Context: an optimization exercise on an open-source flow, tuned for a short achievable clock period and few clock cycles. The choices shown serve that exercise and are no tape-out recipe.
The RTL was checked by simulation tests, not by an equivalence proof against the original design.
Power is estimated from default activity; no workload was simulated.

## design/flow/design.v

```verilog
`timescale 1ns/1ps
module mipsCore (
    input  logic               CLK,
    input  logic               rst_n,
    output logic [32-1:0] o_pc,
    input  logic [32-1:0] i_instr,
    output logic [32-1:0] o_memAddr,
    output logic [32-1:0] o_memWrData,
    output logic               o_memWrite,
    output logic               o_memRead,
    input  logic [32-1:0] i_memRdData,
    input  logic               i_memReady
);
    logic        memStall;    
    logic        busFree;     
    logic        ldDone;      
    logic        stallF;      
    logic        mispE;       
    logic [31:0] pcF;
    logic [31:0] pc4F;
    logic [31:0] brTgtF;
    logic [31:0] nextF;
    logic        isJF;
    logic        predF;
    logic [5:0]  opF;
    logic [5:0]  fnF;
    logic [4:0]  rsF, rtF, rdF;
    logic [31:0] immF;
    logic        regWriteF, isLoadF, isStoreF, isBrF, aluSrcF;
    logic        useRsF, useRtF, wrF;
    logic [4:0]  destF;
    logic [4:0]  aluSelF;     
    logic [31:0] rsValF, rtValF;
    logic        hzRs, hzRt, hzDest;
    logic        fAE, fBE;    
    logic        regWriteE, isLoadE, isStoreE, canMisE, isBneE, predE;
    logic [4:0]  aluSelE;
    logic [4:0]  destE;       
    logic [31:0] rsValE, rtValE, opBE, immE, altE;
    logic        fwdAE, fwdBE, fwdOE;
    logic [31:0] srcA, fwdB, srcB, sumE, difE, addrE, aluE;
    logic        sltE, eqE;
    logic [31:0] aluM;
    logic        regWriteM;
    logic [4:0]  destM;
    logic [31:0] busAddr, busData;
    logic        busRd, busWr;
    logic [4:0]  busDest;
    logic [31:0] regs [1:31];
    assign o_pc = pcF;
    assign pc4F = pcF + 32'd4;
    assign opF = i_instr[31:26];
    assign rsF = i_instr[25:21];
    assign rtF = i_instr[20:16];
    assign rdF = i_instr[15:11];
    assign fnF = i_instr[5:0];
    assign immF = {{16{i_instr[15]}}, i_instr[15:0]};
    assign isJF = (opF == 6'd2);
    assign predF = (opF[5:1] == 5'b00010) && i_instr[15];
    assign brTgtF = pc4F + {immF[29:0], 2'b00};
    always_comb begin
        if (isJF)
            nextF = {pc4F[31:28], i_instr[25:0], 2'b00};
        else if (predF)
            nextF = brTgtF;
        else
            nextF = pc4F;
    end
    always_ff @(posedge CLK) begin
        if (!rst_n)
            pcF <= 32'h0000_0000;
        else if (mispE)
            pcF <= altE;
        else if (!stallF && !memStall)
            pcF <= nextF;
    end
    always_comb begin
        regWriteF = 1'b0;
        isLoadF = 1'b0;
        isStoreF = 1'b0;
        isBrF = 1'b0;
        aluSrcF = 1'b0;
        useRsF = 1'b0;
        useRtF = 1'b0;
        destF = rtF;
        aluSelF = 5'b00001;
        case (opF)
            6'd0: begin
                destF = rdF;
                useRsF = 1'b1;
                useRtF = 1'b1;
                regWriteF = 1'b1;
                case (fnF)
                    6'd33: ;
                    6'd35: aluSelF = 5'b00010;
                    6'd36:  aluSelF = 5'b00100;
                    6'd37:   aluSelF = 5'b01000;
                    6'd42:  aluSelF = 5'b10000;
                    default: begin
                        regWriteF = 1'b0;
                        useRsF = 1'b0;
                        useRtF = 1'b0;
                    end
                endcase
            end
            6'd9: begin
                regWriteF = 1'b1;
                aluSrcF = 1'b1;
                useRsF = 1'b1;
            end
            6'd35: begin
                isLoadF = 1'b1;
                aluSrcF = 1'b1;
                useRsF = 1'b1;
            end
            6'd43: begin
                isStoreF = 1'b1;
                aluSrcF = 1'b1;
                useRsF = 1'b1;
                useRtF = 1'b1;
            end
            6'd4, 6'd5: begin
                isBrF = 1'b1;
                useRsF = 1'b1;
                useRtF = 1'b1;
            end
            default: ;
        endcase
        if (destF == 5'd0)
            regWriteF = 1'b0;
        wrF = (regWriteF || isLoadF) && (destF != 5'd0);
    end
    assign ldDone = busRd && i_memReady;
    always_comb begin
        if (rsF == 5'd0)
            rsValF = 32'd0;
        else if (regWriteM && (destM == rsF))
            rsValF = aluM;
        else if (ldDone && (busDest == rsF))
            rsValF = i_memRdData;
        else
            rsValF = regs[rsF];
        if (rtF == 5'd0)
            rtValF = 32'd0;
        else if (regWriteM && (destM == rtF))
            rtValF = aluM;
        else if (ldDone && (busDest == rtF))
            rtValF = i_memRdData;
        else
            rtValF = regs[rtF];
    end
    assign fAE = regWriteE && (destE == rsF);
    assign fBE = regWriteE && (destE == rtF);
    assign hzRs = (rsF != 5'd0) && ((isLoadE && (destE == rsF)) ||
                                    (busRd && !i_memReady && (busDest == rsF)));
    assign hzRt = (rtF != 5'd0) && ((isLoadE && (destE == rtF)) ||
                                    (busRd && !i_memReady && (busDest == rtF)));
    assign hzDest = (isLoadE && (destE == destF)) ||
                    (busRd && !i_memReady && (busDest == destF));
    assign stallF = (useRsF && hzRs) || (useRtF && hzRt) || (wrF && hzDest);
    always_ff @(posedge CLK) begin
        if (!rst_n) begin
            regWriteE <= 1'b0;
            isLoadE <= 1'b0;
            isStoreE <= 1'b0;
            canMisE <= 1'b0;
        end else if (!memStall) begin
            if (mispE || stallF) begin
                regWriteE <= 1'b0;
                isLoadE <= 1'b0;
                isStoreE <= 1'b0;
                canMisE <= 1'b0;
            end else begin
                regWriteE <= regWriteF;
                isLoadE <= isLoadF;
                isStoreE <= isStoreF;
                canMisE <= isBrF && (i_instr[15:0] != 16'd0);
            end
        end
    end
    always_ff @(posedge CLK) begin
        if (memStall) begin
            rsValE <= srcA;
            rtValE <= fwdB;
            opBE <= srcB;
            fwdAE <= 1'b0;
            fwdBE <= 1'b0;
            fwdOE <= 1'b0;
        end else begin
            isBneE <= opF[0];
            predE <= predF;
            aluSelE <= aluSelF;
            destE <= wrF ? destF : 5'd0;
            rsValE <= rsValF;
            rtValE <= rtValF;
            opBE <= aluSrcF ? immF : rtValF;
            immE <= immF;
            altE <= predF ? pc4F : brTgtF;
            fwdAE <= fAE;
            fwdBE <= fBE;
            fwdOE <= fBE && !aluSrcF;
        end
    end
    assign srcA = fwdAE ? aluM : rsValE;
    assign fwdB = fwdBE ? aluM : rtValE;
    assign srcB = fwdOE ? aluM : opBE;
    assign sumE = srcA + srcB;
    assign difE = srcA - srcB;
    assign addrE = srcA + immE;
    assign sltE = (srcA[31] != srcB[31]) ? srcA[31] : difE[31];
    assign aluE = ({32{aluSelE[0]}} & sumE) |
                  ({32{aluSelE[1]}} & difE) |
                  ({32{aluSelE[2]}} & (srcA & srcB)) |
                  ({32{aluSelE[3]}} & (srcA | srcB)) |
                  {31'd0, aluSelE[4] & sltE};
    logic eqRR, eqRM, eqMR;
    assign eqRR = (rsValE == rtValE);
    assign eqRM = (rsValE == aluM);
    assign eqMR = (aluM == rtValE);
    assign eqE = fwdAE ? (fwdBE || eqMR) : (fwdBE ? eqRM : eqRR);
    assign mispE = canMisE && ((eqE ^ isBneE) != predE);
    always_ff @(posedge CLK) begin
        if (!rst_n)
            regWriteM <= 1'b0;
        else
            regWriteM <= regWriteE && !memStall;
    end
    always_ff @(posedge CLK) begin
        aluM <= aluE;
        destM <= destE;
    end
    assign busFree = !(busRd || busWr) || i_memReady;
    assign memStall = (isLoadE || isStoreE) && !busFree;
    always_ff @(posedge CLK) begin
        if (!rst_n) begin
            busRd <= 1'b0;
            busWr <= 1'b0;
        end else if (busFree) begin
            busRd <= isLoadE;
            busWr <= isStoreE;
        end
    end
    always_ff @(posedge CLK) begin
        if (busFree) begin
            busAddr <= addrE;
            busData <= fwdB;
            busDest <= destE;
        end
    end
    assign o_memAddr = busAddr;
    assign o_memWrData = busData;
    assign o_memRead = busRd;
    assign o_memWrite = busWr;
    always_ff @(posedge CLK) begin
        if (regWriteM)
            regs[destM] <= aluM;
        if (ldDone && (busDest != 5'd0))
            regs[busDest] <= i_memRdData;
    end
endmodule
```

## design/flow/run.sh

```bash
#!/bin/bash
# synth_recipe.tcl (not shown) runs the flow's synth.tcl, then flattens the netlist and writes it again
# the make line also repeats each setting of config.mk as NAME=value (left out here)
make -C /OpenROAD-flow-scripts/flow DESIGN_CONFIG=/design/flow/config.mk WORK_HOME=/design/flow/orfs CLKGATE_MAP_FILE= SYNTH_SCRIPT=/design/flow/synth_recipe.tcl finish
```

## design/flow/config.mk

```make
export PLATFORM = sky130hd
export DESIGN_NAME = mipsCore
export DESIGN_NICKNAME = mipsCore
export VERILOG_FILES = /design/flow/design.v
export SDC_FILE = /design/flow/constraint.sdc
export NUM_CORES = 4
export LEC_CHECK = 0
export CAP_MARGIN = 20
export CORE_MARGIN = 2
export CORE_UTILIZATION = 40
export SETUP_SLACK_MARGIN = 5
export SLEW_MARGIN = 20
```

## design/flow/constraint.sdc

```tcl
create_clock -name core_clock -period 8.0 [get_ports {CLK}]
set_input_delay 1.6000 -clock core_clock [delete_from_list [all_inputs] [get_ports {CLK}]]
set_output_delay 1.6000 -clock core_clock [all_outputs]
set_load 0.01 [all_outputs]
```

==> qor.yml, run 1 <==
io-pin-count: 165
cts.path.max_buffers: 3
setup_viol: 0
syn_inst: 6117
drt-pass1-iter-count: 6
ys_ff_latch: 1296
required_ns: 8.76
power_leakage_uw: 0.0374
critical_path_class: "reg -> reg"
r2r-end: "aluM[31]"
netlist.area_leader.share_pct: 41.8
drtAntennaViolNets: 0
rsz0062_at_grt: "yes"
combinationalPowerShare_pct: 32.2
port-buffer-count: 164
drv_slew: 0
clkSinkCount: 1296
reg2reg_from: "fwdAE"
synthMuxAreaShare_pct: 32.2
syn_area_per_cell_um2: 13.2
drcViolationCount: 0
start_util_pct: 40.2
finalCritPeriodShare_pct: 51.3
status: "finished clean"
hold_buffers: 0
syn_nets: 6352
syn-cell-area_um2: 80400
wl_per_cell_um: 37.4
min-delay-start: "pcF[1]"
via_per_inst: 6.77
gp_congestion: 0.921
wl_um: 353000
syn2layout_area_growth_pct: 32.1
clkLatencyLatePin_ns: 0.83
antenna_found_initial: 17
worstPathMaxFanout: 6
nets: 6879
clkTransAtPathRegs_ns: 0.06
ff2ff_path_depth: 20
synth_area_leaders: "edfxtp_1 (42%), mux2_2 (15%), mux4_2 (15%)"
grt_pass1_wl_um: 476000
vias: 63900
vdd_drop_max_mv: 0.246
min_to: "altE[1]"
startpoint_type: "flip-flop"
layout-drive-gt1-share_pct: 53.6
fin_crit_ns: 4.11
synthArstFlopShare_pct: 0
worst_pin_slew_ns: 1.17
power_density_nw_per_um2: 217
synthDistinctLibCells: 89
rrSetupSlack_ns: 3.89
cts_tree: "done"
synth_top_family_by_area: "multiplexers"
max_cap_viol_count: 0
dominantRegCellSynth: "edfxtp_1"
finalHoldViolations: 0
min_path_type: "reg -> reg"
maxSlewHeadroom_pct: 21.8
cts_inserted_buffers: 150
die_h_um: 452
swShare_pct: 30.0
rows: 164
drt_iter0_markers: 10500
p_switching_uw: 6920
synth_xor_area_share_pct: 2.17
final_core_util_pct: 53.2
die_area_um2: 205000
cts_root_buf: "clkbuf_16"
htree_levels: 4
seqPwrFrac_pct: 37.1
n_fill_cell: 16200
arrival_ns: 4.87
synth_top_cell_by_area: "edfxtp_1"
fmax_ghz: 0.244
synth_edf_count: 1121
die_w_um: 452
yosysWarnings: 1
intPower_uw: 16100
clock_power_share_pct: 30.7
yosys.area_share.adder_pct: 2.66
synth-compound-area-share_pct: 8.07
setup_tns_ns: 0
synth_seq_area_share_pct: 46.2
finalClockSkew_ns: 0.0342
hold_depth: 0
dp_hpwl_um: 179000
overflow: 0
cp-end-kind: "flip-flop"
p_total_uw: 23000
grt_pass1_vias: 60400
grt_usage_pct: 33.0
synthSimpleGateAreaFrac_pct: 4.89
core_area_um2: 200000
grt_max_degree: 93
-- through the flow --
step	instance area [um2]	std cells	hold slack, ns	worst slack, ns
global placement	87200	8482	0.452	2.32
floorplan	84600	6117	0.439	3.86
finish	106000	9431	0.461	3.89
CTS	102000	9230	0.460	4.00
detailed placement	87400	8489	0.469	2.20
global route	106000	9427	0.479	3.78
-- Yosys cell counts, types with 29 or more instances --
cell / count
buf_2: 31
nor2_1: 288
mux4_2: 527
a211oi_1: 82
a22oi_1: 35
nand2b_1: 32
a21o_1: 37
o22ai_1: 90
mux2_2: 1073
inv_1: 151
nor2b_1: 29
nand4_1: 34
edfxtp_1: 1121
dfxtp_1: 175
ha_1: 163
mux2i_1: 196
o21ai_0: 202
nand3_1: 42
a21oi_1: 310
a31oi_1: 34
nand2_1: 242
buf_1: 95
nor3_1: 43
xor2_1: 77
xnor2_1: 122
clkbuf_1: 510
-- registers in the layout, indices dropped and copies added, names as in the netlist, 16 cells and up --
name and count:
immE 16, aluM 32, altE 32, regs 992
busAddr 32, pcF 32, rsValE 32, busData 32
opBE 32, rtValE 32
-- how the worst max path moves through the flow --
stage                           start       end  slack (ns)  cells after the start
after floorplan           i_instr[26]    pcF[6]        3.86                     11
after global placement     i_memReady    pcF[7]        2.32                     11
after detailed placement   i_memReady    pcF[3]        2.20                     11
after CTS                       fwdOE  aluM[31]        4.00                     16
after global routing         aluM[22]  aluM[31]        3.78                     18
final                           fwdAE  aluM[31]        3.89                     20
-- layout make-up --
cell class / instances / area [um2] / area share, %
inverter: 152 / 658 / 0.620
tap: 2656 / 3320 / 3.13
clock inverter: 79 / 836 / 0.787
clock buffer: 196 / 4070 / 3.83
timing repair buffer: 1009 / 12700 / 11.9
antenna: 8 / 20.0 / 0.0188
multi-input combinational: 4034 / 47300 / 44.6
sequential: 1296 / 37300 / 35.1
timing repair inverter: 1 / 5.00 / 0.00471
-- power groups by stage --
| stage | Combinational (uW) | Clock [uW] | Sequential [uW] |
|---|---|---|---|
| 6_report | 7420 | 7070 | 8540 |
| 5_1_grt | 7770 | 7330 | 8560 |
| 4_1_cts | 6860 | 7080 | 8530 |
| 3_5_place_dp | 6170 | 0 | 8660 |
| 3_3_place_gp | 6050 | 0 | 8650 |
| 2_1_floorplan | 4710 | 0 | 8550 |
-- worst max-delay path, cell delays in order (launching register included) --
cell and delay [ns]:
dfxtp_4 0.46, buf_12 0.19, mux2i_4 0.37, buf_6 0.15, buf_8 0.12, inv_8 0.04
ha_1 0.17, o21bai_2 0.21, nand3_2 0.10, nand3_2 0.11, nand2_2 0.14, o31a_1 0.32
o21ai_4 0.11, a221oi_2 0.33, o21ai_2 0.11, a21oi_2 0.17, fa_2 0.44, o22ai_1 0.17
a21oi_1 0.07, o311ai_1 0.09, or2_4 0.17
-- metal layers --
metal / vias up / wire, um / global-route usage [%] / part of all wire, %
met5: - / 115 / 0 / 0.033
met4: 16 / 24400 / 18.2 / 6.9
met3: 1159 / 47500 / 9.38 / 13
met2: 4860 / 153000 / 49.0 / 43
met1: 32800 / 128000 / 43.5 / 36
li1: 25000 / - / - / -
-- placed cells by master (no fill, tap or decap), types with 30 or more instances in the layout --
cell type / synthesis / final
a211oi_1: 82 / 36
a21o_1: 37 / 36
a21oi_1: 310 / 194
a21oi_2: 1 / 86
a21oi_4: 0 / 31
a22oi_2: 0 / 34
buf_12: 0 / 119
buf_16: 0 / 100
buf_2: 31 / 86
buf_4: 3 / 431
buf_6: 3 / 153
buf_8: 0 / 43
clkbuf_1: 510 / 34
clkbuf_16: 0 / 165
clkdlybuf4s50_1: 0 / 30
clkinv_1: 1 / 31
dfxtp_1: 175 / 134
dfxtp_4: 0 / 33
edfxtp_1: 1121 / 1121
ha_1: 163 / 85
ha_4: 0 / 67
inv_1: 151 / 103
mux2_2: 1073 / 778
mux2_4: 0 / 295
mux2i_1: 196 / 133
mux2i_4: 0 / 51
mux4_2: 527 / 527
nand2_1: 242 / 198
nand2_2: 0 / 32
nand2b_1: 32 / 30
nand4_1: 34 / 34
nor2_1: 288 / 247
nor3_1: 43 / 32
o21ai_0: 202 / 86
o21ai_1: 3 / 50
o21ai_4: 0 / 46
o22ai_1: 90 / 60
xnor2_1: 122 / 100
xor2_1: 77 / 61
-- what timing repair did --
item                        CTS  global route
setup endpoints to repair  2240           786
pin swaps                   242           278
cloned                       94            13
resized for setup          1547           441
setup buffers               372           180
-- kinds of logic after synthesis --
| logic type | Yosys count |
|---|---|
| buf+inv | 794 |
| simple gates | 843 |
| xor+xnor | 199 |
| fa+ha+maj | 168 |
| compound gates | 1021 |
| mux | 1796 |
| flops | 1296 |
Testbench counts, summed over its fixed seeds: cycles 29,431.
==> run 2, diff against run 1 <==
==> design/flow/flow/run.sh (new file) <==
#!/bin/bash
# The standard layout (the standard.sh, unchanged settings and steps),
# except that synthesis leaves full and half adders to abc as plain gates
# instead of mapping them to the platform's adder cells: an empty
# ADDER_MAP_FILE skips ORFS's extract_fa/techmap adder step. Registers,
# their names and cell types are the same as in the standard synthesis.
set -euo pipefail
export ADDER_MAP_FILE=
bash standard.sh > flow_make.log 2>&1
==> design/flow/standard.sh (new file) <==
#!/bin/bash
# synth_recipe.tcl (not shown) runs the flow's synth.tcl, then flattens the netlist and writes it again
# the make line also repeats each setting of config.mk as NAME=value (left out here)
make -C /OpenROAD-flow-scripts/flow DESIGN_CONFIG=/design/flow/config.mk WORK_HOME=/design/flow/orfs CLKGATE_MAP_FILE= SYNTH_SCRIPT=/design/flow/synth_recipe.tcl "${@:-finish}"
removed: design/flow/run.sh
==> run 2 against run 1 <==
Still clean on timing, DRC and antenna; first-iteration DRC count decreased by 2.9%; clock-buffer cell count up 1; critical path depth down 5; setup slack better by 0.28 ns; total power increased by 0.51%; die area grew 1.4%; area after synthesis increased by 1.4%; non-clock buffer count down 31; hold slack better by 0.024 ns; final area down 1.3%; synthesized cell count rose by 3.8%; highest routed layer unchanged.
==> qor.yml, run 2 <==
synth_top_family_by_area: "multiplexers"
synth_area_leaders: "edfxtp_1 (41%), mux4_2 (15%), mux2_2 (14%)"
multiInputGateArea_um2: 46600
clkLatencyLatePin_ns: 0.85
power_density_nw_per_um2: 221
die_area_um2: 208000
layout-drive-gt1-share_pct: 49.9
syn-cell-area_um2: 81600
antenna_found_initial: 8
dp_hpwl_um: 178000
synth_edf_count: 1121
top_register: "regs"
placed_cell_area_um2: 87400
post-route-cell-area_um2: 105000
final_cell_mix: "edfxtp_1 (1121), mux2_2 (856), mux4_2 (541), buf_4 (421), nor2_1 (308)"
synth_most_common_cell: "edfxtp_1"
syn2layout_area_growth_pct: 28.5
fmax_ghz: 0.261
final_common_cell: "edfxtp_1"
wl_per_cell_um: 36.7
drv_slew: 0
port-buffer-count: 164
synth_seq_area_share_pct: 45.6
vdd_drop_max_mv: 0.167
globalRouteMet2Util_pct: 49.3
yosys.area_share.adder_pct: 0.433
grt_pass1_wl_um: 483000
synth_xor_area_share_pct: 3.64
syn_inst: 6350
syn_nets: 6417
worst_pin_slew_ns: 1.09
synth-compound-area-share_pct: 7.32
grt_pass1_vias: 61900
synthTopCellsByCount: "edfxtp_1 (1121), mux2_2 (1029), mux4_2 (541), clkbuf_1 (513), nor2_1 (359)"
required_ns: 8.56
maxSlewHeadroom_pct: 27.1
io-pin-count: 165
cts_inserted_buffers: 152
finalHoldViolations: 0
p_total_uw: 23100
groute.layer.met1.usage_pct: 40.8
finalClockSkew_ns: 0.0386
drcViolationCount: 0
setup_viol: 0
wl_um: 353000
synthArstFlopShare_pct: 0
cts.path.max_buffers: 3
drt-pass1-iter-count: 8
synthSimpleGateAreaFrac_pct: 6.28
vias: 65000
via_per_inst: 6.76
worstPathMaxFanout: 7
cts_tree: "done"
top_usage_layer: "met2"
grt_usage_pct: 32.6
synthDistinctLibCells: 111
dominantRegCellSynth: "edfxtp_1"
n_fill_cell: 16800
netlist.area_leader.share_pct: 41.3
synthMuxAreaShare_pct: 33.1
nets: 6877
synth_top_cell_by_area: "edfxtp_1"
start_util_pct: 40.3
max_cap_viol_count: 0
setup_tns_ns: 0
min_path_type: "reg -> reg"
rows: 165
clkTransAtPathRegs_ns: 0.06
hold_buffers: 0
largest_register_ffs: 992
gp_congestion: 0.893
met3_usage_pct: 9.87
arrival_ns: 4.39
drt_iter0_markers: 10200
htree_levels: 4
rsz0062_at_grt: "yes"
startpoint_type: "primary input"
ys_ff_latch: 1296
syn_area_per_cell_um2: 12.8
grt_max_degree: 75
cts_root_buf: "clkbuf_16"
power_leakage_uw: 0.0367
clkSinkCount: 1296
drtAntennaViolNets: 0
seq_area_um2: 37300
die_h_um: 456
overflow: 0
status: "finished clean"
yosysWarnings: 1
critical_path_class: "in -> reg"
fin_crit_ns: 3.83
finalCritPeriodShare_pct: 47.8
cp-end-kind: "flip-flop"
die_w_um: 456
core_area_um2: 202000
run 2: cell types whose count changed after synthesis, sizes merged, moves of 73 or more:
cell / before / now
mux2i: 196 / 306
inv: 151 / 76
a21oi: 311 / 238
nor2: 289 / 364
nand2: 242 / 347
ha: 163 / 0
xnor2: 122 / 240
run 2: per-stage QoR:
stage	setup WS, ns	utilization, %	cells	hold slack [ns]
final	4.17	51.8	9610	0.484
after global routing	4.07	51.8	9607	0.507
after CTS	4.17	50.3	9444	0.474
after detailed placement	2.17	43.2	8697	0.458
after global placement	2.21	43.2	8693	0.457
after floorplan	3.75	-	6350	0.419
run 2: worst max-delay path, cell delays in order:
cell	delay [ns]
buf_12	0.10
inv_8	0.04
a311oi_4	0.36
o22ai_4	0.16
a211o_1	0.34
a21oi_4	0.18
o311ai_4	0.15
a311o_1	0.36
buf_4	0.16
a22oi_2	0.20
buf_4	0.16
o21ai_4	0.09
o2111ai_2	0.23
o31ai_2	0.10
xnor2_1	0.13
run 2: kinds of logic (layout without fill, tap and decap cells):
logic type                 Yosys count  in the layout
muxes                             1881           1881
DFF                               1296           1296
and+or+nand+nor                   1105           1120
AOI/OAI and AO/OA                  926            928
buffers and inverters              769           1335
xor gates and xnor gates           339            339
adders and majority gates           34             34
other                                0              5
run 2: power by group:
group / internal [uW] / switching [uW]
Sequential: 8310 / 172
Combinational: 3840 / 3880
Clock: 3850 / 3090
Total: 16000 / 7140
run 2: final timing paths:
kind	depth (start not counted)	slack [ns]	end	startpoint
worst max register to register	15	4.26	aluM[30]	fwdAE
worst min register to register	0	0.48	altE[0]	pcF[0]
worst max-delay path	15	4.17	altE[28]	i_instr[0]
worst min-delay path	0	0.48	altE[0]	pcF[0]
run 2: layout make-up:
| class | instances | share of cell area [%] |
|---|---|---|
| Multi-Input combinational cell | 4302 | 44.5 |
| Sequential cell | 1296 | 35.6 |
| Timing Repair Buffer | 978 | 11.8 |
| Clock buffer | 197 | 3.90 |
| Timing Repair inverter | 2 | 0.0191 |
| Inverter | 78 | 0.340 |
| Antenna cell | 5 | 0.0119 |
| Clock inverter | 80 | 0.673 |
| Tap cell | 2672 | 3.19 |
run 2: repair_timing:
item,4_1_cts,5_1_grt
pin swaps,230,230
setup buffers,352,149
resized for setup,1400,336
cloned,118,12
endpoints found under the setup margin,2254,854
endpoints found under the hold margin,0,0
run 2: metal layers:
layer,up-vias,routed length (um)
li1,25700,-
met3,1320,47100
met4,8,28200
met2,5117,155000
met1,32800,123000
met5,-,104
==> run 3, diff against run 2 <==
--- a/design/flow/design.v
+++ b/design/flow/design.v
@@ -33,4 +33,9 @@
     logic [31:0] rsValF, rtValF;
-    logic        hzRs, hzRt, hzDest;
+    logic        hzRs, hzRt;
+    logic        advF;        
+    logic        killE, killP;  
+    logic [16:0] brLoF;
+    logic [13:0] brHiF, hiIncF, hiDecF;
     logic        fAE, fBE;    
+    logic [31:0] rsNextF, rtNextF;
     logic        regWriteE, isLoadE, isStoreE, canMisE, isBneE, predE;
@@ -38,5 +43,4 @@
     logic [4:0]  destE;       
-    logic [31:0] rsValE, rtValE, opBE, immE, altE;
-    logic        fwdAE, fwdBE, fwdOE;
-    logic [31:0] srcA, fwdB, srcB, sumE, difE, addrE, aluE;
+    logic [31:0] rsValE, rtValE, opBE, immE, pc4E, altE;
+    logic [31:0] sumE, difE, addrE, aluE;
     logic        sltE, eqE;
@@ -48,2 +52,7 @@
     logic [4:0]  busDest;
+    logic [31:0] q1Addr, q1Data;
+    logic        q1Rd, q1Wr, q1V;
+    logic [4:0]  q1Dest;
+    logic        killQ1;
+    logic [4:0]  eDest;
     logic [31:0] regs [1:31];
@@ -58,4 +67,11 @@
     assign isJF = (opF == 6'd2);
-    assign predF = (opF[5:1] == 5'b00010) && i_instr[15];
-    assign brTgtF = pc4F + {immF[29:0], 2'b00};
+    assign predF = (opF[5:1] == 5'b00010) &&
+                   ((rsF == rtF) ? !opF[0] : i_instr[15]);
+    assign brLoF = {1'b0, pc4F[17:2]} + {1'b0, i_instr[15:0]};
+    assign hiIncF = pc4F[31:18] + 14'd1;
+    assign hiDecF = pc4F[31:18] - 14'd1;
+    assign brHiF = ({14{brLoF[16] && !i_instr[15]}} & hiIncF) |
+                   ({14{!brLoF[16] && i_instr[15]}} & hiDecF) |
+                   ({14{brLoF[16] == i_instr[15]}} & pc4F[31:18]);
+    assign brTgtF = {brHiF, brLoF[15:0], 2'b00};
     always_comb begin
@@ -154,8 +170,12 @@
     assign hzRs = (rsF != 5'd0) && ((isLoadE && (destE == rsF)) ||
-                                    (busRd && !i_memReady && (busDest == rsF)));
+                                    (busRd && !i_memReady && (busDest == rsF)) ||
+                                    (q1Rd && (q1Dest == rsF)));
     assign hzRt = (rtF != 5'd0) && ((isLoadE && (destE == rtF)) ||
-                                    (busRd && !i_memReady && (busDest == rtF)));
-    assign hzDest = (isLoadE && (destE == destF)) ||
-                    (busRd && !i_memReady && (busDest == destF));
-    assign stallF = (useRsF && hzRs) || (useRtF && hzRt) || (wrF && hzDest);
+                                    (busRd && !i_memReady && (busDest == rtF)) ||
+                                    (q1Rd && (q1Dest == rtF)));
+    assign stallF = (useRsF && hzRs) || (useRtF && hzRt);
+    assign advF = !memStall && !stallF && !mispE;
+    assign killE = advF && wrF && isLoadE && (destE == destF);
+    assign killP = advF && wrF && busRd && (busDest == destF);
+    assign killQ1 = advF && wrF && q1Rd && (q1Dest == destF);
     always_ff @(posedge CLK) begin
@@ -180,11 +200,6 @@
     end
-    always_ff @(posedge CLK) begin
-        if (memStall) begin
-            rsValE <= srcA;
-            rtValE <= fwdB;
-            opBE <= srcB;
-            fwdAE <= 1'b0;
-            fwdBE <= 1'b0;
-            fwdOE <= 1'b0;
-        end else begin
+    assign rsNextF = fAE ? aluE : rsValF;
+    assign rtNextF = fBE ? aluE : rtValF;
+    always_ff @(posedge CLK) begin
+        if (!memStall) begin
             isBneE <= opF[0];
@@ -193,29 +208,20 @@
             destE <= wrF ? destF : 5'd0;
-            rsValE <= rsValF;
-            rtValE <= rtValF;
-            opBE <= aluSrcF ? immF : rtValF;
+            rsValE <= rsNextF;
+            rtValE <= rtNextF;
+            opBE <= aluSrcF ? immF : rtNextF;
             immE <= immF;
-            altE <= predF ? pc4F : brTgtF;
-            fwdAE <= fAE;
-            fwdBE <= fBE;
-            fwdOE <= fBE && !aluSrcF;
+            pc4E <= pc4F;
         end
     end
-    assign srcA = fwdAE ? aluM : rsValE;
-    assign fwdB = fwdBE ? aluM : rtValE;
-    assign srcB = fwdOE ? aluM : opBE;
-    assign sumE = srcA + srcB;
-    assign difE = srcA - srcB;
-    assign addrE = srcA + immE;
-    assign sltE = (srcA[31] != srcB[31]) ? srcA[31] : difE[31];
+    assign sumE = rsValE + opBE;
+    assign difE = rsValE - opBE;
+    assign addrE = rsValE + immE;
+    assign sltE = (rsValE[31] != opBE[31]) ? rsValE[31] : difE[31];
     assign aluE = ({32{aluSelE[0]}} & sumE) |
                   ({32{aluSelE[1]}} & difE) |
-                  ({32{aluSelE[2]}} & (srcA & srcB)) |
-                  ({32{aluSelE[3]}} & (srcA | srcB)) |
+                  ({32{aluSelE[2]}} & (rsValE & opBE)) |
+                  ({32{aluSelE[3]}} & (rsValE | opBE)) |
                   {31'd0, aluSelE[4] & sltE};
-    logic eqRR, eqRM, eqMR;
-    assign eqRR = (rsValE == rtValE);
-    assign eqRM = (rsValE == aluM);
-    assign eqMR = (aluM == rtValE);
-    assign eqE = fwdAE ? (fwdBE || eqMR) : (fwdBE ? eqRM : eqRR);
+    assign eqE = (rsValE == rtValE);
+    assign altE = predE ? pc4E : (pc4E + {immE[29:0], 2'b00});
     assign mispE = canMisE && ((eqE ^ isBneE) != predE);
@@ -232,3 +238,5 @@
     assign busFree = !(busRd || busWr) || i_memReady;
-    assign memStall = (isLoadE || isStoreE) && !busFree;
+    assign q1V = q1Rd || q1Wr;
+    assign memStall = (isLoadE || isStoreE) && q1V && !busFree;
+    assign eDest = killE ? 5'd0 : destE;
     always_ff @(posedge CLK) begin
@@ -237,5 +245,12 @@
             busWr <= 1'b0;
+            q1Rd <= 1'b0;
+            q1Wr <= 1'b0;
         end else if (busFree) begin
-            busRd <= isLoadE;
-            busWr <= isStoreE;
+            busRd <= q1V ? q1Rd : isLoadE;
+            busWr <= q1V ? q1Wr : isStoreE;
+            q1Rd <= q1V && isLoadE;
+            q1Wr <= q1V && isStoreE;
+        end else if (!q1V) begin
+            q1Rd <= isLoadE;
+            q1Wr <= isStoreE;
         end
@@ -244,6 +259,15 @@
         if (busFree) begin
-            busAddr <= addrE;
-            busData <= fwdB;
-            busDest <= destE;
-        end
+            busAddr <= q1V ? q1Addr : addrE;
+            busData <= q1V ? q1Data : rtValE;
+            busDest <= q1V ? (killQ1 ? 5'd0 : q1Dest) : eDest;
+        end else if (killP)
+            busDest <= 5'd0;
+    end
+    always_ff @(posedge CLK) begin
+        if (busFree || !q1V) begin
+            q1Addr <= addrE;
+            q1Data <= rtValE;
+            q1Dest <= eDest;
+        end else if (killQ1)
+            q1Dest <= 5'd0;
     end
==> run 3 against run 2 <==
Still clean on timing, DRC and antenna; first-iteration DRC count decreased by 7.6%; register-to-register slack got worse by 0.12 ns; clock skew decreased by 0.0049 ns; via count decreased by 2.6%; sequential power increased by 14%; core utilization decreased by 1.5 points; setup slack got worse by 0.034 ns; combinational power decreased by 19%; final area decreased by 0.46%; critical path type is now reg -> reg.
==> qor.yml, run 3 <==
syn_nets: 6369
post-route-cell-area_um2: 104000
synth_area_leaders: "edfxtp_1 (46%), mux4_2 (16%), mux2_2 (14%)"
synthArstFlopShare_pct: 0
final_core_util_pct: 50.3
dominantRegCellSynth: "edfxtp_1"
grt_max_degree: 158
r2r-end: "rtValE[25]"
critical_path_class: "reg -> reg"
syn_area_per_cell_um2: 13.3
grt_pass1_vias: 60700
finalClockSkew_ns: 0.0337
gp_congestion: 0.880
rows: 167
required_ns: 8.55
synth_most_common_cell: "edfxtp_1"
final_cell_mix: "edfxtp_1 (1281), mux2_2 (1007), mux4_2 (576), buf_4 (440), nand2_1 (361)"
min-delay-start: "pcF[0]"
setup_viol: 0
worst_pin_slew_ns: 1.19
largest_register_ffs: 992
setup_ws_ns: 4.14
grt_usage_pct: 30.3
clkTransAtPathRegs_ns: 0.06
drt_iter0_markers: 9429
cts.path.max_buffers: 3
worstPathMaxFanout: 6
clkSinkCount: 1364
rsz0062_at_grt: "yes"
place_ws_ns: 2.08
hold_ws_ns: 0.443
synth_seq_area_share_pct: 48.0
reg2reg_from: "opBE[4]"
min_path_type: "reg -> reg"
cts_inserted_buffers: 154
netlist.area_leader.share_pct: 46.0
final_common_cell: "edfxtp_1"
top_register: "regs"
drv_slew: 0
port-buffer-count: 164
io-pin-count: 165
cp-end-kind: "flip-flop"
hold_depth: 0
via_per_inst: 6.58
dp_hpwl_um: 176000
grt_pass1_wl_um: 459000
synth_edf_count: 1281
power_density_nw_per_um2: 221
drcViolationCount: 0
power_leakage_uw: 0.0361
ff2ff_path_depth: 13
startpoint_type: "flip-flop"
layout-drive-gt1-share_pct: 49.5
vdd_drop_max_mv: 0.171
cts_tree: "done"
max_cap_viol_count: 0
vias: 63300
ys_ff_latch: 1364
die_h_um: 461
overflow: 0
rrSetupSlack_ns: 4.14
maxSlewHeadroom_pct: 20.1
status: "finished clean"
start_util_pct: 40.3
finalHoldViolations: 0
die_w_um: 461
yosysWarnings: 1
cts_root_buf: "clkbuf_16"
clkLatencyLatePin_ns: 0.84
finalCritPeriodShare_pct: 48.3
htree_levels: 4
antenna_found_initial: 17
fmax_ghz: 0.259
placed_cell_area_um2: 88400
wl_per_cell_um: 34.4
syn_inst: 6302
arrival_ns: 4.41
drtAntennaViolNets: 0
synthTopCellsByCount: "edfxtp_1 (1281), mux2_2 (1022), mux4_2 (576), clkbuf_1 (532), nand2_1 (404)"
syn-cell-area_um2: 83600
syn2layout_area_growth_pct: 24.8
nets: 6775
drt-pass1-iter-count: 6
fin_cells: 9634
synth_top_cell_by_area: "edfxtp_1"
min_to: "pc4E[0]"
die_area_um2: 213000
wl_um: 331000
core_area_um2: 207000
dp_cells: 8743
synthDistinctLibCells: 101
fin_crit_ns: 3.86
-- run 3: cell types whose count changed in the layout (fill, tap and decap cells not counted), sizes merged, moves of 32 or more --
cell and delta:
o21ai -46, o22ai -42, maj3 +32, dfxtp -92, xnor2 -44, buf -33
mux4 +35, edfxtp +160, mux2i -160, nand2 +48
-- run 3: final cells by class --
cell class / count / area [um2]
fill: 17300 / 103000
clock inverter: 90 / 811
inverter: 87 / 359
multi-input combinational: 4164 / 44500
tap: 2788 / 3490
sequential: 1364 / 40300
antenna: 8 / 20.0
clock buffer: 196 / 4150
timing repair buffer: 937 / 10800
-- run 3: worst max path at each step --
| stage | startpoint | to | slack, ns |
|---|---|---|---|
| 2_1_floorplan | i_memReady | busDest[3] | -0.34 |
| 3_3_place_gp | i_instr[0] | pcF[21] | 2.13 |
| 3_5_place_dp | i_instr[1] | pcF[21] | 2.08 |
| 4_1_cts | rsValE[4] | rsValE[25] | 4.21 |
| 5_1_grt | rsValE[4] | busAddr[29] | 4.05 |
| 6_report | opBE[4] | rtValE[25] | 4.14 |
-- run 3: kinds of logic after synthesis --
logic type	synth area share [%]
multiplexers	31.0
AO/OA/AOI/OAI	6.79
flip-flops	48.0
AND/OR/NAND/NOR	6.41
buffers and inverters	3.58
adder cells (fa/ha/maj)	0.792
XOR/XNOR	3.42
-- run 3: power breakdown --
group / internal (uW) / leakage [uW] / switching (uW)
combinational: 3440 / 0.0209 / 2840
sequential: 8880 / 0.0128 / 770
clock: 4010 / 0.00242 / 3120
-- run 3: worst max-delay path: stages, from the launching register on --
cell,delay [ns]
edfxtp_1,0.57
xnor2_4,0.27
nor2_2,0.07
a311oi_2,0.39
nand2_1,0.15
o21a_2,0.28
a31o_4,0.24
a211o_4,0.39
a21o_1,0.20
maj3_2,0.32
xnor2_2,0.16
a221oi_4,0.29
buf_6,0.17
o21ai_2,0.10
-- run 3: per-layer routing --
| layer | track usage (%) | routed length, um | share of wire (%) | vias to the layer above |
|---|---|---|---|---|
| met5 | 0.0918 | 100 | 0.030 | - |
| met4 | 17.8 | 24800 | 7.5 | 12 |
| met3 | 8.44 | 39600 | 12 | 1108 |
| met2 | 46.3 | 148000 | 45 | 4469 |
| met1 | 38.4 | 119000 | 36 | 32300 |
| li1 | - | - | - | 25500 |
-- run 3: stage by stage --
stage,total power (uW),setup TNS (ns)
after floorplan,13400,-2.98
after CTS,22600,0
after global routing,23800,0
final,23100,0
after detailed placement,14800,0
after global placement,14700,0
-- run 3: what timing repair did --
action | in CTS | in global routing
buffers inserted | 381 | 145
gates cloned | 66 | 5
hold buffers | 0 | 0
resized for setup | 1353 | 318
endpoints found under the setup margin | 2505 | 1106
pin swaps | 221 | 170
Testbench counts of run 3, summed over its fixed seeds: cycles 28,554.
==> run 4, diff against run 3 <==
--- a/design/flow/design.v
+++ b/design/flow/design.v
@@ -34,6 +34,6 @@
     logic        hzRs, hzRt;
-    logic        advF;        
-    logic        killE, killP;  
-    logic [16:0] brLoF;
-    logic [13:0] brHiF, hiIncF, hiDecF;
+    logic        killP;       
+    logic        shortF;      
+    logic [6:0]  brLoF;
+    logic [23:0] brHiF, hiIncF, hiDecF;
     logic        fAE, fBE;    
@@ -56,3 +56,2 @@
     logic        killQ1;
-    logic [4:0]  eDest;
     logic [31:0] regs [1:31];
@@ -67,11 +66,12 @@
     assign isJF = (opF == 6'd2);
-    assign predF = (opF[5:1] == 5'b00010) &&
+    assign shortF = (i_instr[15:6] == {10{i_instr[15]}});
+    assign predF = (opF[5:1] == 5'b00010) && shortF &&
                    ((rsF == rtF) ? !opF[0] : i_instr[15]);
-    assign brLoF = {1'b0, pc4F[17:2]} + {1'b0, i_instr[15:0]};
-    assign hiIncF = pc4F[31:18] + 14'd1;
-    assign hiDecF = pc4F[31:18] - 14'd1;
-    assign brHiF = ({14{brLoF[16] && !i_instr[15]}} & hiIncF) |
-                   ({14{!brLoF[16] && i_instr[15]}} & hiDecF) |
-                   ({14{brLoF[16] == i_instr[15]}} & pc4F[31:18]);
-    assign brTgtF = {brHiF, brLoF[15:0], 2'b00};
+    assign brLoF = {1'b0, pc4F[7:2]} + {1'b0, i_instr[5:0]};
+    assign hiIncF = pc4F[31:8] + 24'd1;
+    assign hiDecF = pc4F[31:8] - 24'd1;
+    assign brHiF = ({24{brLoF[6] && !i_instr[15]}} & hiIncF) |
+                   ({24{!brLoF[6] && i_instr[15]}} & hiDecF) |
+                   ({24{brLoF[6] == i_instr[15]}} & pc4F[31:8]);
+    assign brTgtF = {brHiF, brLoF[5:0], 2'b00};
     always_comb begin
@@ -170,12 +170,10 @@
     assign hzRs = (rsF != 5'd0) && ((isLoadE && (destE == rsF)) ||
-                                    (busRd && !i_memReady && (busDest == rsF)) ||
-                                    (q1Rd && (q1Dest == rsF)));
+                                    (!fAE && busRd && !i_memReady && (busDest == rsF)) ||
+                                    (!fAE && q1Rd && (q1Dest == rsF)));
     assign hzRt = (rtF != 5'd0) && ((isLoadE && (destE == rtF)) ||
-                                    (busRd && !i_memReady && (busDest == rtF)) ||
-                                    (q1Rd && (q1Dest == rtF)));
+                                    (!fBE && busRd && !i_memReady && (busDest == rtF)) ||
+                                    (!fBE && q1Rd && (q1Dest == rtF)));
     assign stallF = (useRsF && hzRs) || (useRtF && hzRt);
-    assign advF = !memStall && !stallF && !mispE;
-    assign killE = advF && wrF && isLoadE && (destE == destF);
-    assign killP = advF && wrF && busRd && (busDest == destF);
-    assign killQ1 = advF && wrF && q1Rd && (q1Dest == destF);
+    assign killP = (regWriteE || isLoadE) && (busDest == destE);
+    assign killQ1 = (regWriteE || isLoadE) && (q1Dest == destE);
     always_ff @(posedge CLK) begin
@@ -240,3 +238,2 @@
     assign memStall = (isLoadE || isStoreE) && q1V && !busFree;
-    assign eDest = killE ? 5'd0 : destE;
     always_ff @(posedge CLK) begin
@@ -261,3 +258,3 @@
             busData <= q1V ? q1Data : rtValE;
-            busDest <= q1V ? (killQ1 ? 5'd0 : q1Dest) : eDest;
+            busDest <= q1V ? (killQ1 ? 5'd0 : q1Dest) : destE;
         end else if (killP)
@@ -269,3 +266,3 @@
             q1Data <= rtValE;
-            q1Dest <= eDest;
+            q1Dest <= destE;
         end else if (killQ1)
==> run 4 against run 3 <==
Sequential power down 2%; synthesized cell count increased by 5.1%; via count grew 8.5%; area after synthesis up 0.43%; critical path depth did not move; hold slack better by 0.045 ns; final area rose by 5.3%; clock power rose by 2.9%; sequential share of layout area shrank 2.0 points; setup slack better by 0.092 ns; highest routed layer unchanged.
==> qor.yml, run 4 <==
status: "finished clean"
yosysWarnings: 1
worst_pin_slew_ns: 1.10
crit_top_cell: "buf_16"
syn-cell-area_um2: 84000
fin_crit_ns: 3.77
wl_per_cell_um: 36.6
rsz0062_at_grt: "yes"
finalCritPeriodShare_pct: 47.1
synth_area_leaders: "edfxtp_1 (46%), mux2_2 (15%), mux4_2 (12%)"
gp_congestion: 0.913
vias: 68700
r2r-end: "opBE[24]"
setup_viol: 0
clkLatencyLatePin_ns: 0.86
synthDistinctLibCells: 107
netlist.area_leader.share_pct: 45.8
dominantRegCellSynth: "edfxtp_1"
min_to: "pc4E[1]"
grt_usage_pct: 33.0
core_area_um2: 209000
arrival_ns: 4.36
maxSlewHeadroom_pct: 26.5
grt_max_degree: 75
fmax_ghz: 0.265
via_per_inst: 6.75
top_register: "regs"
synth_edf_count: 1281
max_cap_viol_count: 0
syn_inst: 6622
ys_ff_latch: 1364
syn_area_per_cell_um2: 12.7
finalHoldViolations: 0
power_density_nw_per_um2: 217
min_path_type: "reg -> reg"
multiInputGateArea_um2: 47400
largest_register_ffs: 992
cts_tree: "done"
hold_ws_ns: 0.488
drtAntennaViolNets: 0
cp_top_family: "compound AO/OA/AOI/OAI gates"
layout-drive-gt1-share_pct: 50.9
worstPathMaxFanout: 8
crit_start: "i_instr[16]"
hold_buffers: 0
ff2ff_path_depth: 13
synthArstFlopShare_pct: 0
required_ns: 8.59
start_util_pct: 40.2
seq_area_um2: 40300
cts.path.max_buffers: 3
synth_top_cell_by_area: "edfxtp_1"
drt-pass1-iter-count: 9
synth_seq_area_share_pct: 47.8
vdd_drop_max_mv: 0.240
path_buf_inv: 4
startpoint_type: "primary input"
die_h_um: 462
setup_tns_ns: 0
n_fill_cell: 17100
rrSetupSlack_ns: 4.41
syn2layout_area_growth_pct: 30.9
critical_path_class: "in -> reg"
grt_pass1_vias: 64800
drt_iter0_markers: 11000
power_leakage_uw: 0.0395
synth_most_common_cell: "edfxtp_1"
overflow: 0
rows: 168
final_core_util_pct: 52.5
cp-end-kind: "flip-flop"
final_cell_mix: "edfxtp_1 (1281), mux2_2 (805), buf_4 (631), mux4_2 (440), nand2_1 (331)"
syn_nets: 6689
port-buffer-count: 164
cts_root_buf: "clkbuf_16"
cts_inserted_buffers: 156
min-delay-start: "pcF[1]"
die_w_um: 462
final_common_cell: "edfxtp_1"
antenna_found_initial: 13
finalClockSkew_ns: 0.0503
io-pin-count: 165
die_area_um2: 214000
hold_depth: 0
drv_slew: 0
clkSinkCount: 1364
drcViolationCount: 0
clkTransAtPathRegs_ns: 0.06
reg2reg_from: "rsValE[10]"
crit_path_max_incr_delay_ns: 0.49
wl_um: 373000
dp_hpwl_um: 194000
htree_levels: 4
nets: 7301
synthTopCellsByCount: "edfxtp_1 (1281), mux2_2 (1102), clkbuf_1 (532), mux4_2 (440), nand2_1 (371)"
slowest_stage: "mux4_2"
path_cells: "buf_16, buf_16, buf_4, buf_16, mux4_2, mux2_4, a221oi_4, nor3_2, a21oi_2, nor2_2, a21oi_4, o22ai_2, o21a_1"
grt_pass1_wl_um: 498000
-- run 4: layout make-up --
type                    count  share of cell area [%]
flip-flops and latches   1364                    36.6
clock inverters            85                   0.739
inverters                 100                   0.386
well taps                2805                    3.19
multi-input cells        4446                    43.1
repair inverters            3                  0.0353
diodes                     12                  0.0273
clock buffers             204                    3.87
repair buffers           1163                    12.0
-- run 4: worst register-to-register path: cells and delay by family, from the launching register on --
family                    cells  cell delay [ns]
xor gates and xnor gates      1             0.10
AOI/OAI and AO/OA             7             1.75
and+or+nand+nor               2             0.57
buffers and inverters         3             0.48
DFF                           1             0.42
-- run 4: cells by family after synthesis --
| logic type | share of synthesized area (%) |
|---|---|
| compound gates | 8.58 |
| xor+xnor | 3.54 |
| fa+ha+maj | 0.766 |
| buf+inv | 3.91 |
| flops | 47.8 |
| mux | 28.6 |
| simple gates | 6.83 |
-- run 4: worst max path at each step --
stage	end	slack, ns	depth (start not counted)
2_1_floorplan	aluSelE[0]	2.07	6
3_3_place_gp	pcF[21]	2.16	11
3_5_place_dp	pcF[21]	2.17	11
4_1_cts	opBE[2]	4.32	13
5_1_grt	opBE[15]	4.24	13
6_report	opBE[15]	4.23	13
-- run 4: through the flow --
stage / cells / area (um2) / power, uW / worst slack, ns
3_5_place_dp: 9062 / 90200 / 15100 / 2.17
2_1_floorplan: 6622 / 88000 / 13600 / 2.07
6_report: 10200 / 110000 / 23800 / 4.23
5_1_grt: 10200 / 110000 / 24500 / 4.24
3_3_place_gp: 9059 / 90100 / 15000 / 2.16
4_1_cts: 9887 / 105000 / 23100 / 4.32
-- run 4: power breakdown --
group	internal [uW]	total (uW)	switching (uW)	leakage (uW)
Combinational	3810	6990	3180	0.0243
Clock	4140	7340	3190	0.00247
Sequential	8810	9490	684	0.0128
Total	16800	23800	7060	0.0395
-- run 4: layer usage --
layer  vias up  part of all wire [%]  GRT usage (%)
met3      1417                    14           10.7
met4        12                   7.7           20.2
li1      27000                     -              -
met1     34800                    35           41.4
met2      5508                    43           49.2
met5         -                 0.093          0.882
-- run 4: timing repair --
item | 4_1_cts | 5_1_grt
gates resized for setup | 1379 | 555
setup endpoints to repair | 2406 | 578
setup buffers | 457 | 266
pin swaps | 184 | 290
cloned | 79 | 16
Testbench counts of run 4, summed over its fixed seeds: cycles 28,554.
==> run 5, diff against run 4 <==
--- a/design/flow/design.v
+++ b/design/flow/design.v
@@ -20,3 +20,2 @@
     logic [31:0] pc4F;
-    logic [31:0] brTgtF;
     logic [31:0] nextF;
@@ -32,3 +31,4 @@
     logic [4:0]  aluSelF;     
-    logic [31:0] rsValF, rtValF;
+    logic [31:0] rsRegF, rtRegF;
+    logic        eA, mA, lA, rA, eB, mB, lB, rB;  
     logic        hzRs, hzRt;
@@ -37,3 +37,5 @@
     logic [6:0]  brLoF;
-    logic [23:0] brHiF, hiIncF, hiDecF;
+    logic [23:0] hiIncF, hiDecF, hiC1F, hiC0F;
+    logic [31:0] baseF;
+    logic        holdF, useBrF;
     logic        fAE, fBE;    
@@ -72,14 +74,19 @@
     assign hiDecF = pc4F[31:8] - 24'd1;
-    assign brHiF = ({24{brLoF[6] && !i_instr[15]}} & hiIncF) |
-                   ({24{!brLoF[6] && i_instr[15]}} & hiDecF) |
-                   ({24{brLoF[6] == i_instr[15]}} & pc4F[31:8]);
-    assign brTgtF = {brHiF, brLoF[5:0], 2'b00};
+    assign holdF = stallF || memStall;
     always_comb begin
-        if (isJF)
-            nextF = {pc4F[31:28], i_instr[25:0], 2'b00};
-        else if (predF)
-            nextF = brTgtF;
+        if (mispE)
+            baseF = altE;
+        else if (holdF)
+            baseF = pcF;
+        else if (isJF)
+            baseF = {pc4F[31:28], i_instr[25:0], 2'b00};
         else
-            nextF = pc4F;
-    end
+            baseF = pc4F;
+    end
+    assign useBrF = predF && !mispE && !holdF;
+    assign hiC1F = useBrF ? (i_instr[15] ? pc4F[31:8] : hiIncF) : baseF[31:8];
+    assign hiC0F = useBrF ? (i_instr[15] ? hiDecF : pc4F[31:8]) : baseF[31:8];
+    assign nextF = {brLoF[6] ? hiC1F : hiC0F,
+                    useBrF ? brLoF[5:0] : baseF[7:2],
+                    useBrF ? 2'b00 : baseF[1:0]};
     always_ff @(posedge CLK) begin
@@ -87,5 +94,3 @@
             pcF <= 32'h0000_0000;
-        else if (mispE)
-            pcF <= altE;
-        else if (!stallF && !memStall)
+        else
             pcF <= nextF;
@@ -149,22 +154,14 @@
     assign ldDone = busRd && i_memReady;
-    always_comb begin
-        if (rsF == 5'd0)
-            rsValF = 32'd0;
-        else if (regWriteM && (destM == rsF))
-            rsValF = aluM;
-        else if (ldDone && (busDest == rsF))
-            rsValF = i_memRdData;
-        else
-            rsValF = regs[rsF];
-        if (rtF == 5'd0)
-            rtValF = 32'd0;
-        else if (regWriteM && (destM == rtF))
-            rtValF = aluM;
-        else if (ldDone && (busDest == rtF))
-            rtValF = i_memRdData;
-        else
-            rtValF = regs[rtF];
-    end
+    assign rsRegF = regs[rsF];
+    assign rtRegF = regs[rtF];
     assign fAE = regWriteE && (destE == rsF);
     assign fBE = regWriteE && (destE == rtF);
+    assign eA = fAE;
+    assign mA = !eA && regWriteM && (destM == rsF);
+    assign lA = !eA && !mA && ldDone && (busDest != 5'd0) && (busDest == rsF);
+    assign rA = !eA && !mA && !lA && (rsF != 5'd0);
+    assign eB = fBE;
+    assign mB = !eB && regWriteM && (destM == rtF);
+    assign lB = !eB && !mB && ldDone && (busDest != 5'd0) && (busDest == rtF);
+    assign rB = !eB && !mB && !lB && (rtF != 5'd0);
     assign hzRs = (rsF != 5'd0) && ((isLoadE && (destE == rsF)) ||
@@ -176,2 +173,5 @@
     assign stallF = (useRsF && hzRs) || (useRtF && hzRt);
+    assign memStall = (isLoadF || isStoreF) &&
+                      ((q1V && (isLoadE || isStoreE || !i_memReady)) ||
+                       ((busRd || busWr) && (isLoadE || isStoreE) && !i_memReady));
     assign killP = (regWriteE || isLoadE) && (busDest == destE);
@@ -184,4 +184,4 @@
             canMisE <= 1'b0;
-        end else if (!memStall) begin
-            if (mispE || stallF) begin
+        end else begin
+            if (mispE || stallF || memStall) begin
                 regWriteE <= 1'b0;
@@ -198,6 +198,8 @@
     end
-    assign rsNextF = fAE ? aluE : rsValF;
-    assign rtNextF = fBE ? aluE : rtValF;
-    always_ff @(posedge CLK) begin
-        if (!memStall) begin
+    assign rsNextF = ({32{eA}} & aluE) | ({32{mA}} & aluM) |
+                     ({32{lA}} & i_memRdData) | ({32{rA}} & rsRegF);
+    assign rtNextF = ({32{eB}} & aluE) | ({32{mB}} & aluM) |
+                     ({32{lB}} & i_memRdData) | ({32{rB}} & rtRegF);
+    always_ff @(posedge CLK) begin
+        begin
             isBneE <= opF[0];
@@ -208,3 +210,5 @@
             rtValE <= rtNextF;
-            opBE <= aluSrcF ? immF : rtNextF;
+            opBE <= ({32{aluSrcF}} & immF) |
+                    ({32{!aluSrcF && eB}} & aluE) | ({32{!aluSrcF && mB}} & aluM) |
+                    ({32{!aluSrcF && lB}} & i_memRdData) | ({32{!aluSrcF && rB}} & rtRegF);
             immE <= immF;
@@ -229,3 +233,3 @@
         else
-            regWriteM <= regWriteE && !memStall;
+            regWriteM <= regWriteE;
     end
@@ -237,3 +241,2 @@
     assign q1V = q1Rd || q1Wr;
-    assign memStall = (isLoadE || isStoreE) && q1V && !busFree;
     always_ff @(posedge CLK) begin
==> run 5 against run 4 <==
Sequential share of layout area is 0.33 points higher; global-route usage is 2.8 points lower; critical path type unchanged; still clean on timing, DRC and antenna; highest routed layer unchanged; setup slack better by 0.0049 ns; largest power group unchanged.
==> qor.yml, run 5 <==
final_cell_mix: "edfxtp_1 (1125), mux4_2 (576), mux2_2 (506), mux2_4 (486), buf_4 (484)"
startpoint_type: "primary input"
cts.path.max_buffers: 3
path_cells: "buf_16, buf_12, buf_16, mux4_2, mux4_2, mux2_4, a222oi_1, o21ai_1, mux2_4"
start_util_pct: 40.1
max_cap_viol_count: 0
die_w_um: 459
drt-pass1-iter-count: 7
seqPwrFrac_pct: 38.8
swShare_pct: 29.5
finalHoldViolations: 0
arrival_ns: 4.45
ys_ff_latch: 1364
io-pin-count: 165
dp_cells: 8763
dominantRegCellSynth: "edfxtp_1"
min_path_type: "reg -> reg"
grt_pass1_vias: 61200
seq_area_um2: 38900
fin_crit_ns: 3.77
via_per_inst: 6.64
syn_area_per_cell_um2: 12.9
syn_inst: 6415
cts_root_buf: "clkbuf_16"
drv_slew: 0
overflow: 0
core_area_um2: 207000
drtAntennaViolNets: 0
rsz0062_at_grt: "yes"
rows: 167
synthDistinctLibCells: 105
clkLatencyLatePin_ns: 0.83
worst_pin_slew_ns: 1.09
clkSinkCount: 1364
p_switching_uw: 6960
intPower_uw: 16600
cts_inserted_buffers: 147
required_ns: 8.69
finalClockSkew_ns: 0.0431
p_total_uw: 23600
multiInputGateArea_um2: 47000
wl_per_cell_um: 34.4
wl_um: 331000
synthTopCellsByCount: "edfxtp_1 (1125), mux2_2 (992), mux4_2 (576), clkbuf_1 (507), nand2_1 (439)"
htree_levels: 4
synth_top_cell_by_area: "edfxtp_1"
layout-drive-gt1-share_pct: 48.4
grt_pass1_wl_um: 460000
ff2ff_path_depth: 11
hold_depth: 0
vdd_drop_max_mv: 0.258
final_core_util_pct: 50.9
netlist.area_leader.share_pct: 40.7
dp_hpwl_um: 184000
gp_congestion: 0.942
maxSlewHeadroom_pct: 27.0
min-delay-start: "pcF[0]"
grt_max_degree: 70
synth_most_common_cell: "edfxtp_1"
post-route-cell-area_um2: 105000
clkTransAtPathRegs_ns: 0.06
slowest_stage: "mux4_2"
rrSetupSlack_ns: 4.62
finalCritPeriodShare_pct: 47.1
synth_edf_count: 1125
power_leakage_uw: 0.0369
nets: 6886
die_area_um2: 211000
vias: 64000
worstPathMaxFanout: 7
largest_register_ffs: 992
grt_usage_pct: 30.2
port-buffer-count: 164
synth_area_leaders: "edfxtp_1 (41%), mux4_2 (16%), mux2_2 (13%)"
final_common_cell: "edfxtp_1"
placed_cell_area_um2: 89500
setup_viol: 0
cts_tree: "done"
syn2layout_area_growth_pct: 26.8
combinationalPowerShare_pct: 32.1
yosysWarnings: 1
n_fill_cell: 17200
antenna_found_initial: 6
setup_tns_ns: 0
synthArstFlopShare_pct: 0
top_register: "regs"
hold_buffers: 0
status: "finished clean"
power_density_nw_per_um2: 224
reg2reg_from: "pcF[3]"
fin_cells: 9643
crit_path_max_incr_delay_ns: 0.54
r2r-end: "pcF[31]"
clock_power_share_pct: 29.1
critical_path_class: "in -> reg"
syn_nets: 6482
syn-cell-area_um2: 82900
synth_seq_area_share_pct: 46.5
drcViolationCount: 0
min_to: "pc4E[0]"
fmax_ghz: 0.266
die_h_um: 459
cp-end-kind: "flip-flop"
drt_iter0_markers: 9323
[run 5: worst max path at each step]
stage                      from      endpoint  depth (start not counted)
finish              i_instr[16]      opBE[14]                          9
global route        i_instr[16]      opBE[14]                          9
CTS                 i_instr[16]      opBE[14]                          9
global placement     i_memReady  regs[22][10]                          6
floorplan            i_memReady     q1Addr[0]                          4
detailed placement   i_memReady  regs[20][21]                          6
[run 5: through the flow]
step	setup slack (ns)	hold slack (ns)
floorplan	3.52	0.326
global placement	2.36	0.362
detailed placement	2.41	0.363
finish	4.23	0.362
CTS	4.38	0.363
global route	4.27	0.372
[run 5: timing repair]
| item | CTS | global route |
|---|---|---|
| buffers inserted | 373 | 152 |
| resized for setup | 1239 | 320 |
| cloned | 63 | 23 |
| pin swaps | 181 | 187 |
| setup endpoints to repair | 2376 | 659 |
[run 5: logic make-up after synthesis]
logic type / count (synthesis) / synth area share (%)
flops: 1364 / 46.5
buf+inv: 811 / 3.86
fa+ha+maj: 53 / 0.655
mux: 1707 / 30.8
compound gates: 941 / 7.67
simple gates: 1209 / 6.86
xor+xnor: 330 / 3.63
[run 5: critical path, delay by kind of cell]
kind / cells / cell delay (ns)
mux: 4 / 1.70
buf+inv: 3 / 0.44
compound gates: 2 / 0.67
[run 5: per-layer routing]
metal | vias up | global-route usage (%) | wire, um
met5 | - | 0 | 37
met4 | 6 | 16.8 | 21600
met3 | 992 | 6.67 | 35400
met2 | 4280 | 46.9 | 151000
met1 | 32900 | 39.3 | 124000
li1 | 25800 | - | -
[run 5: final cells by class]
| class | instances | area share (%) |
|---|---|---|
| clock inverters | 72 | 0.657 |
| well taps | 2704 | 3.22 |
| clock buffers | 195 | 3.82 |
| repair buffers | 955 | 10.2 |
| inverters | 104 | 0.395 |
| repair inverters | 1 | 0.00476 |
| flip-flops and latches | 1364 | 37.0 |
| diodes | 2 | 0.00476 |
| multi-input cells | 4246 | 44.7 |
[run 5: power by group through the flow]
stage	combinational (uW)	clock, uW	sequential (uW)
finish	7560	6870	9150
global route	7950	7170	9180
CTS	7080	6910	9140
detailed placement	6390	0	9290
global placement	6250	0	9290
floorplan	5040	0	9090
Testbench counts of run 5, summed over its fixed seeds: cycles 28,695.
==> run 6, diff against run 5 <==
--- a/design/flow/design.v
+++ b/design/flow/design.v
@@ -70,3 +70,3 @@
     assign predF = (opF[5:1] == 5'b00010) && shortF &&
-                   ((rsF == rtF) ? !opF[0] : i_instr[15]);
+                   ((rsF == rtF) ? !opF[0] : (i_instr[15] || opF[0]));
     assign brLoF = {1'b0, pc4F[7:2]} + {1'b0, i_instr[5:0]};
==> run 6 against run 5 <==
Hold slack about the same; area after synthesis is 0.89% lower; register-to-register slack improved by 0.05 ns; maximum frequency increased by 13%; largest power group unchanged; global-route usage up 0.52 points; final area shrank 0.33%; clock power up 3%; total power shrank 0.36%; critical path type unchanged; critical endpoint is now opBE[30]; synthesized cell count shrank 0.23%; wire length is 3.0% higher; still clean.
==> qor.yml, run 6 <==
grt_max_degree: 66
p_total_uw: 23500
synth_most_common_cell: "edfxtp_1"
reg2reg_from: "rsValE[6]"
power_density_nw_per_um2: 224
die_w_um: 457
cts_inserted_buffers: 154
required_ns: 8.66
finalHoldViolations: 0
status: "finished clean"
worstSetupEndpoint: "opBE[30]"
fin_crit_ns: 3.35
clkSinkCount: 1364
antenna_found_initial: 5
cts_root_buf: "clkbuf_16"
min_path_type: "reg -> reg"
synthTopCellsByCount: "edfxtp_1 (1125), mux2_2 (975), mux4_2 (576), clkbuf_1 (552), nand2_1 (491)"
power_leakage_uw: 0.0370
drv_slew: 0
die_area_um2: 209000
setup_tns_ns: 0
final_core_util_pct: 51.3
drt-pass1-iter-count: 6
finalCritPeriodShare_pct: 41.8
final_cell_mix: "edfxtp_1 (1125), mux2_2 (606), mux4_2 (576), buf_4 (474), nand2_1 (452)"
path_cells: "buf_16, buf_12, buf_16, buf_12, buf_6, buf_12, mux4_2, mux4_2, mux2i_4, o21ai_2, a21oi_2, a21oi_1"
gp_congestion: 0.899
maxSlewHeadroom_pct: 26.0
drtAntennaViolNets: 0
syn2layout_area_growth_pct: 27.5
wl_per_cell_um: 35.5
ff2ff_path_depth: 11
synthArstFlopShare_pct: 0
syn_inst: 6400
netlist.area_leader.share_pct: 41.1
fmax_ghz: 0.299
n_fill_cell: 17000
crit_start: "i_instr[16]"
grt_pass1_vias: 60600
crit_top_cell: "buf_12"
max_cap_viol_count: 0
r2r-end: "opBE[12]"
slowest_stage: "mux4_2"
ys_ff_latch: 1364
yosysWarnings: 1
dp_hpwl_um: 183000
cp-end-kind: "flip-flop"
rows: 166
cts_tree: "done"
wl_um: 341000
die_h_um: 457
layout-drive-gt1-share_pct: 48.4
rsz0062_at_grt: "yes"
core_area_um2: 204000
top_register: "regs"
clkLatencyLatePin_ns: 0.83
syn_nets: 6467
vias: 63900
synth_area_leaders: "edfxtp_1 (41%), mux4_2 (16%), mux2_2 (13%)"
place_ws_ns: 2.34
clkTransAtPathRegs_ns: 0.06
start_util_pct: 40.2
vdd_drop_max_mv: 0.232
crit_path_max_incr_delay_ns: 0.51
synth_top_cell_by_area: "edfxtp_1"
worst_pin_slew_ns: 1.11
rrSetupSlack_ns: 4.67
synthDistinctLibCells: 99
hold_ws_ns: 0.362
arrival_ns: 4.01
port-buffer-count: 164
critical_path_class: "in -> reg"
synth_seq_area_share_pct: 46.9
htree_levels: 4
syn-cell-area_um2: 82200
io-pin-count: 165
grt_usage_pct: 30.7
drt_iter0_markers: 9179
worstPathMaxFanout: 6
largest_register_ffs: 992
setup_viol: 0
nets: 6865
finalClockSkew_ns: 0.0397
syn_area_per_cell_um2: 12.8
dominantRegCellSynth: "edfxtp_1"
synth_edf_count: 1125
final_common_cell: "edfxtp_1"
grt_pass1_wl_um: 462000
drcViolationCount: 0
setup_ws_ns: 4.65
startpoint_type: "primary input"
overflow: 0
cts.path.max_buffers: 3
via_per_inst: 6.64
run 6: final cells by class:
| type | instances | area [um2] | area share (%) |
|---|---|---|---|
| Timing Repair Buffer | 930 | 11000 | 10.5 |
| Sequential cell | 1364 | 38900 | 37.1 |
| Multi-Input combinational cell | 4248 | 46200 | 44.1 |
| Timing Repair inverter | 1 | 7.51 | 0.00717 |
| Antenna cell | 5 | 12.5 | 0.0119 |
| Clock buffer | 212 | 4280 | 4.08 |
| Tap cell | 2688 | 3360 | 3.21 |
| Inverter | 99 | 387 | 0.369 |
| Clock inverter | 68 | 623 | 0.595 |
run 6: kinds of logic (layout without fill, tap and decap cells):
group                      count (synthesis)  in the layout  share of synthesized area (%)
adders and majority gates                 51             51                          0.630
DFF                                     1364           1364                           46.9
xor gates and xnor gates                 332            332                           3.59
and+or+nand+nor                         1225           1237                           6.86
other                                      0              5                              0
muxes                                   1702           1702                           31.0
buffers and inverters                    803           1310                           3.77
AOI/OAI and AO/OA                        923            926                           7.22
run 6: critical path, delay by kind of cell:
family / cells / cell delay [ns]
buf+inv: 6 / 0.77
compound gates: 3 / 0.35
mux: 3 / 1.25
run 6: worst min-delay path by stage:
stage	from	end	slack (ns)	depth (start not counted)
final	pcF[1]	pc4E[1]	0.36	0
after floorplan	destE[1]	destM[1]	0.33	0
after global routing	pcF[1]	pc4E[1]	0.37	0
after CTS	pcF[1]	pc4E[1]	0.36	0
after detailed placement	pcF[0]	pc4E[0]	0.36	0
after global placement	pcF[1]	pc4E[1]	0.36	0
run 6: what timing repair did:
item,in CTS,in global routing
buffers inserted,349,141
resized for setup,1292,327
endpoints found under the setup margin,2313,865
pin swaps,156,163
hold buffers,0,0
gates cloned,88,27
run 6: layer usage:
| layer | GRT usage, % | vias up | share of wire, % |
|---|---|---|---|
| li1 | - | 25700 | - |
| met1 | 39.5 | 32500 | 36 |
| met2 | 48.1 | 4586 | 45 |
| met3 | 6.60 | 1129 | 11 |
| met4 | 17.4 | 2 | 7.6 |
| met5 | 0 | - | 0.0035 |
run 6: report_power, final:
group | leakage, uW | switching [uW] | total [uW] | internal (uW)
registers | 0.0124 | 435 | 9180 | 8740
clock network | 0.00239 | 3110 | 7070 | 3960
logic | 0.0222 | 3380 | 7250 | 3870
run 6: through the flow:
stage	std cells	cell area [um2]
floorplan	6400	86500
global placement	8723	88300
detailed placement	8725	88400
CTS	9442	102000
global route	9611	105000
finish	9615	105000
Testbench counts of run 6, summed over its fixed seeds: cycles 28,300.

[what the ideal ports hide]
Ports are ideal in the flow. The routed layouts listed here were re-timed in OpenROAD. Step 1 (the two cells are an assumption about what drives the block):
set clk [get_ports {CLK}]
set_driving_cell -lib_cell sky130_fd_sc_hd__clkbuf_16 $clk
set_driving_cell -lib_cell sky130_fd_sc_hd__buf_2 [delete_from_list [all_inputs] $clk]
Step 2 times the ports against the registers' clock, not the clock port: input delays grow and output delays shrink by t, the midpoint of the rising clock arrivals with the driver on. a / b / c = ideal ports / drivers / drivers and shift; a / b = the first two.
run	shift t [ns]	slack for setup (ns)	worst setup path after step 2
run 1	0.913	3.893 / 3.893 / 3.168	input to register
run 2	0.915	4.172 / 4.089 / 3.174	input to register
run 3	0.913	4.138 / 3.738 / 2.825	input to register
run 4	0.916	4.230 / 3.938 / 3.022	input to register
run 5	0.899	4.235 / 4.037 / 3.138	input to register
run 6	0.898	4.655 / 4.162 / 3.264	input to register
After both steps every run listed still meets setup and hold. The setup slack of run 6, which loses most, moves by -0.493 ns with the drivers and by -1.391 ns with both steps.
